From an optimization exercise on the open Yosys and OpenROAD flow, aimed at small area, a short achievable clock period and few clock cycles per item; shortcuts taken in it are not production practice.
In this exercise RTL edits were held to simulation tests only and were not proved equivalent to the original.

==> flow/design.v <==
package skts_pkg;
	localparam int TABLE_DEPTH = 64;
	localparam int KEY_BITS    = 32;
	localparam int CYC_BITS    = 16;
	localparam int IDX_W       = $clog2(TABLE_DEPTH);
	localparam int CNT_W       = $clog2(TABLE_DEPTH + 1);
	localparam int REC_W       = KEY_BITS + CYC_BITS;
	typedef enum logic [1:0] {
		OP_INSERT = 2'd0,
		OP_SEARCH = 2'd1,
		OP_RANGE  = 2'd2
	} op_t;
	typedef enum logic [2:0] {
		ST_INSERTED    = 3'd0,
		ST_FULL        = 3'd1,
		ST_FOUND       = 3'd2,
		ST_NOT_FOUND   = 3'd3,
		ST_RANGE_MATCH = 3'd4,
		ST_RANGE_EMPTY = 3'd5
	} status_t;
endpackage
module sorted_key_table_search (
	input  logic                           clk,
	input  logic                           arst_n,
	input  logic                           start,
	output logic                           busy,
	input  logic [1:0]                     op,
	input  logic [skts_pkg::KEY_BITS-1:0]  record_key,
	input  logic [skts_pkg::CYC_BITS-1:0]  record_cycle,
	input  logic [skts_pkg::KEY_BITS-1:0]  upper_bound,
	output logic                           done,
	output logic [2:0]                     status,
	output logic [skts_pkg::KEY_BITS-1:0]  found_key,
	output logic [skts_pkg::CYC_BITS-1:0]  found_cycle,
	output logic                           last
);
	localparam int TABLE_DEPTH = skts_pkg::TABLE_DEPTH;
	localparam int KEY_BITS    = skts_pkg::KEY_BITS;
	localparam int CYC_BITS    = skts_pkg::CYC_BITS;
	localparam int IDX_W       = skts_pkg::IDX_W;
	localparam int CNT_W       = skts_pkg::CNT_W;
	localparam int REC_W       = skts_pkg::REC_W;
	localparam logic [1:0] OP_INSERT = skts_pkg::OP_INSERT;
	localparam logic [1:0] OP_SEARCH = skts_pkg::OP_SEARCH;
	localparam logic [1:0] OP_RANGE  = skts_pkg::OP_RANGE;
	localparam logic [2:0] ST_INSERTED    = skts_pkg::ST_INSERTED;
	localparam logic [2:0] ST_FULL        = skts_pkg::ST_FULL;
	localparam logic [2:0] ST_FOUND       = skts_pkg::ST_FOUND;
	localparam logic [2:0] ST_NOT_FOUND   = skts_pkg::ST_NOT_FOUND;
	localparam logic [2:0] ST_RANGE_MATCH = skts_pkg::ST_RANGE_MATCH;
	localparam logic [2:0] ST_RANGE_EMPTY = skts_pkg::ST_RANGE_EMPTY;
	typedef enum logic [2:0] {
		S_IDLE,
		S_BS,
		S_BS_CMP,
		S_SHIFT,
		S_INS,
		S_EX_CHK,
		S_SCAN
	} state_t;
	state_t              state_q;
	logic [1:0]          op_q;
	logic [KEY_BITS-1:0] key_q;
	logic [CYC_BITS-1:0] cycle_q;
	logic [KEY_BITS-1:0] upper_q;
	logic [CNT_W-1:0]    cnt_q;
	logic [CNT_W-1:0]    lo_q;
	logic [CNT_W-1:0]    hi_q;
	logic [IDX_W-1:0]    mid_q;
	logic [CNT_W-1:0]    idx_q;
	logic                pend_s1;
	logic [IDX_W-1:0]    pend_addr_s1;
	logic                v_s1;
	logic                have_q;
	logic [KEY_BITS-1:0] pk_q;
	logic [CYC_BITS-1:0] pc_q;
	logic [REC_W-1:0]    rec_mem [TABLE_DEPTH];
	logic [REC_W-1:0]    rd_data_q;
	logic                rd_en;
	logic [IDX_W-1:0]    rd_addr;
	logic                wr_en;
	logic [IDX_W-1:0]    wr_addr;
	logic [REC_W-1:0]    wr_data;
	logic [KEY_BITS-1:0] rd_key;
	logic [CYC_BITS-1:0] rd_cyc;
	logic [CNT_W:0]      mid_sum;
	logic [CNT_W-1:0]    mid;
	logic                go_right;
	logic                hit;
	logic                finish;
	assign busy    = (state_q != S_IDLE);
	assign rd_key  = rd_data_q[REC_W-1 -: KEY_BITS];
	assign rd_cyc  = rd_data_q[CYC_BITS-1:0];
	assign mid_sum = {1'b0, lo_q} + {1'b0, hi_q};
	assign mid     = mid_sum[CNT_W:1];
	assign go_right = (op_q == OP_SEARCH) ? (rd_key < key_q) : (rd_key <= key_q);
	assign hit    = v_s1 && (rd_key < upper_q);
	assign finish = (v_s1 && !hit) || (!v_s1 && (idx_q >= cnt_q));
	always_comb begin
		rd_en   = 1'b0;
		rd_addr = mid[IDX_W-1:0];
		case (state_q)
			S_BS: begin
				if (lo_q < hi_q) begin
					rd_en   = 1'b1;
					rd_addr = mid[IDX_W-1:0];
				end else if (op_q == OP_SEARCH && lo_q < cnt_q) begin
					rd_en   = 1'b1;
					rd_addr = lo_q[IDX_W-1:0];
				end
			end
			S_SHIFT: begin
				if (idx_q > lo_q) begin
					rd_en   = 1'b1;
					rd_addr = IDX_W'(idx_q - 1'b1);
				end
			end
			S_SCAN: begin
				if (idx_q < cnt_q) begin
					rd_en   = 1'b1;
					rd_addr = idx_q[IDX_W-1:0];
				end
			end
			default: begin
				rd_en = 1'b0;
			end
		endcase
	end
	always_comb begin
		wr_en   = pend_s1 || (state_q == S_INS);
		wr_addr = pend_s1 ? pend_addr_s1 : lo_q[IDX_W-1:0];
		wr_data = pend_s1 ? rd_data_q : {key_q, cycle_q};
	end
	always_ff @(posedge clk) begin
		if (wr_en) begin
			rec_mem[wr_addr] <= wr_data;
		end
		if (rd_en) begin
			rd_data_q <= rec_mem[rd_addr];
		end
	end
	always_ff @(posedge clk or negedge arst_n) begin
		if (!arst_n) begin
			state_q <= S_IDLE;
			cnt_q   <= '0;
			done    <= 1'b0;
			pend_s1 <= 1'b0;
			v_s1    <= 1'b0;
			have_q  <= 1'b0;
		end else begin
			done <= 1'b0;
			case (state_q)
				S_IDLE: begin
					if (start) begin
						op_q    <= op;
						key_q   <= record_key;
						cycle_q <= record_cycle;
						upper_q <= upper_bound;
						lo_q    <= '0;
						hi_q    <= cnt_q;
						case (op)
							OP_INSERT: begin
								if (cnt_q >= CNT_W'(TABLE_DEPTH)) begin
									done        <= 1'b1;
									status      <= ST_FULL;
									found_key   <= '0;
									found_cycle <= '0;
									last        <= 1'b1;
								end else begin
									state_q <= S_BS;
								end
							end
							OP_SEARCH, OP_RANGE: begin
								state_q <= S_BS;
							end
							default: begin
								state_q <= S_IDLE;
							end
						endcase
					end
				end
				S_BS: begin
					if (lo_q < hi_q) begin
						mid_q   <= mid[IDX_W-1:0];
						state_q <= S_BS_CMP;
					end else begin
						case (op_q)
							OP_INSERT: begin
								idx_q   <= cnt_q;
								state_q <= S_SHIFT;
							end
							OP_SEARCH: begin
								if (lo_q < cnt_q) begin
									state_q <= S_EX_CHK;
								end else begin
									done        <= 1'b1;
									status      <= ST_NOT_FOUND;
									found_key   <= '0;
									found_cycle <= '0;
									last        <= 1'b1;
									state_q     <= S_IDLE;
								end
							end
							OP_RANGE: begin
								idx_q   <= lo_q;
								v_s1    <= 1'b0;
								have_q  <= 1'b0;
								state_q <= S_SCAN;
							end
							default: begin
								state_q <= S_IDLE;
							end
						endcase
					end
				end
				S_BS_CMP: begin
					if (go_right) begin
						lo_q <= CNT_W'({1'b0, mid_q} + 1'b1);
					end else begin
						hi_q <= {1'b0, mid_q};
					end
					state_q <= S_BS;
				end
				S_SHIFT: begin
					pend_s1      <= (idx_q > lo_q);
					pend_addr_s1 <= idx_q[IDX_W-1:0];
					if (idx_q > lo_q) begin
						idx_q <= idx_q - 1'b1;
					end else begin
						state_q <= S_INS;
					end
				end
				S_INS: begin
					cnt_q       <= cnt_q + 1'b1;
					done        <= 1'b1;
					status      <= ST_INSERTED;
					found_key   <= '0;
					found_cycle <= '0;
					last        <= 1'b1;
					state_q     <= S_IDLE;
				end
				S_EX_CHK: begin
					done <= 1'b1;
					last <= 1'b1;
					if (rd_key == key_q) begin
						status      <= ST_FOUND;
						found_key   <= rd_key;
						found_cycle <= rd_cyc;
					end else begin
						status      <= ST_NOT_FOUND;
						found_key   <= '0;
						found_cycle <= '0;
					end
					state_q <= S_IDLE;
				end
				S_SCAN: begin
					v_s1 <= (idx_q < cnt_q);
					if (idx_q < cnt_q) begin
						idx_q <= idx_q + 1'b1;
					end
					if (hit) begin
						if (have_q) begin
							done        <= 1'b1;
							status      <= ST_RANGE_MATCH;
							found_key   <= pk_q;
							found_cycle <= pc_q;
							last        <= 1'b0;
						end
						pk_q   <= rd_key;
						pc_q   <= rd_cyc;
						have_q <= 1'b1;
					end
					if (finish) begin
						done <= 1'b1;
						last <= 1'b1;
						if (have_q) begin
							status      <= ST_RANGE_MATCH;
							found_key   <= pk_q;
							found_cycle <= pc_q;
						end else begin
							status      <= ST_RANGE_EMPTY;
							found_key   <= '0;
							found_cycle <= '0;
						end
						v_s1    <= 1'b0;
						state_q <= S_IDLE;
					end
				end
				default: begin
					state_q <= S_IDLE;
				end
			endcase
		end
	end
endmodule
Settings: LEC_CHECK=0, CAP_MARGIN=20, CORE_MARGIN=2, CORE_UTILIZATION=40, SLEW_MARGIN=20; clock period 7.0 ns.
run.sh (not shown) runs the stock make flow with config.mk's settings and CLKGATE_MAP_FILE= SYNTH_SCRIPT=/design/flow/synth_recipe.tcl, a recipe that flattens the netlist after the stock synthesis.
Testbench counts at the start, summed over its fixed seeds: cycles 28,126, items 1,536.
Then changed:
--- a/flow/design.v
+++ b/flow/design.v
@@ -87,4 +87,5 @@
 	logic [CNT_W-1:0]    mid;
 	logic                go_right;
+	logic [KEY_BITS-1:0] mid_key;
 	logic                hit;
 	logic                finish;
@@ -94,5 +95,6 @@
 	assign mid_sum = {1'b0, lo_q} + {1'b0, hi_q};
 	assign mid     = mid_sum[CNT_W:1];
-	assign go_right = (op_q == OP_SEARCH) ? (rd_key < key_q) : (rd_key <= key_q);
+	assign mid_key  = rec_mem[mid[IDX_W-1:0]][REC_W-1 -: KEY_BITS];
+	assign go_right = (op_q == OP_SEARCH) ? (mid_key < key_q) : (mid_key <= key_q);
 	assign hit    = v_s1 && (rd_key < upper_q);
 	assign finish = (v_s1 && !hit) || (!v_s1 && (idx_q >= cnt_q));
@@ -103,6 +105,5 @@
 			S_BS: begin
 				if (lo_q < hi_q) begin
-					rd_en   = 1'b1;
-					rd_addr = mid[IDX_W-1:0];
+					rd_en   = 1'b0;
 				end else if (op_q == OP_SEARCH && lo_q < cnt_q) begin
 					rd_en   = 1'b1;
@@ -182,6 +183,9 @@
 				S_BS: begin
 					if (lo_q < hi_q) begin
-						mid_q   <= mid[IDX_W-1:0];
-						state_q <= S_BS_CMP;
+						if (go_right) begin
+							lo_q <= CNT_W'(mid + 1'b1);
+						end else begin
+							hi_q <= mid;
+						end
 					end else begin
 						case (op_q)
=> Clock skew stays flat; sequential cell count falls by 6; core utilization climbs by 0.23 points; wire length increases by 33%; global-route usage rises by 5.1 points; die area grows by 9.0%; synthesized area grows by 9.1%.
Testbench counts after the change, summed over its fixed seeds: cycles 20,949, items 1,536.

what the ideal ports hide:
No port has a modelled driver above. Below, the same layouts with a new extraction and two added sets of constraints.
Step 1 sets driving cells, clkbuf_16 on the clock port and buf_2 on the other inputs (assumed; they add their load-dependent delay and slew).
Step 2, shift: input delay + t, output delay - t, t = (earliest + latest rising clock arrival at the registers) / 2. This alone moves slack from input paths to output paths.
a / b / c = ideal / step 1 / step 2; a / b = the first two.
run | t, ns | setup slack, ns | worst setup path after step 2 | clock arrival spread, ns
the first run | 0.983 | 1.007 / 1.007 / 1.007 | register to register | 0.054 / 0.055
the second run | 1.034 | 0.342 / 0.342 / 0.342 | register to register | 0.048 / 0.049
After both steps setup and hold are still met in every run listed.
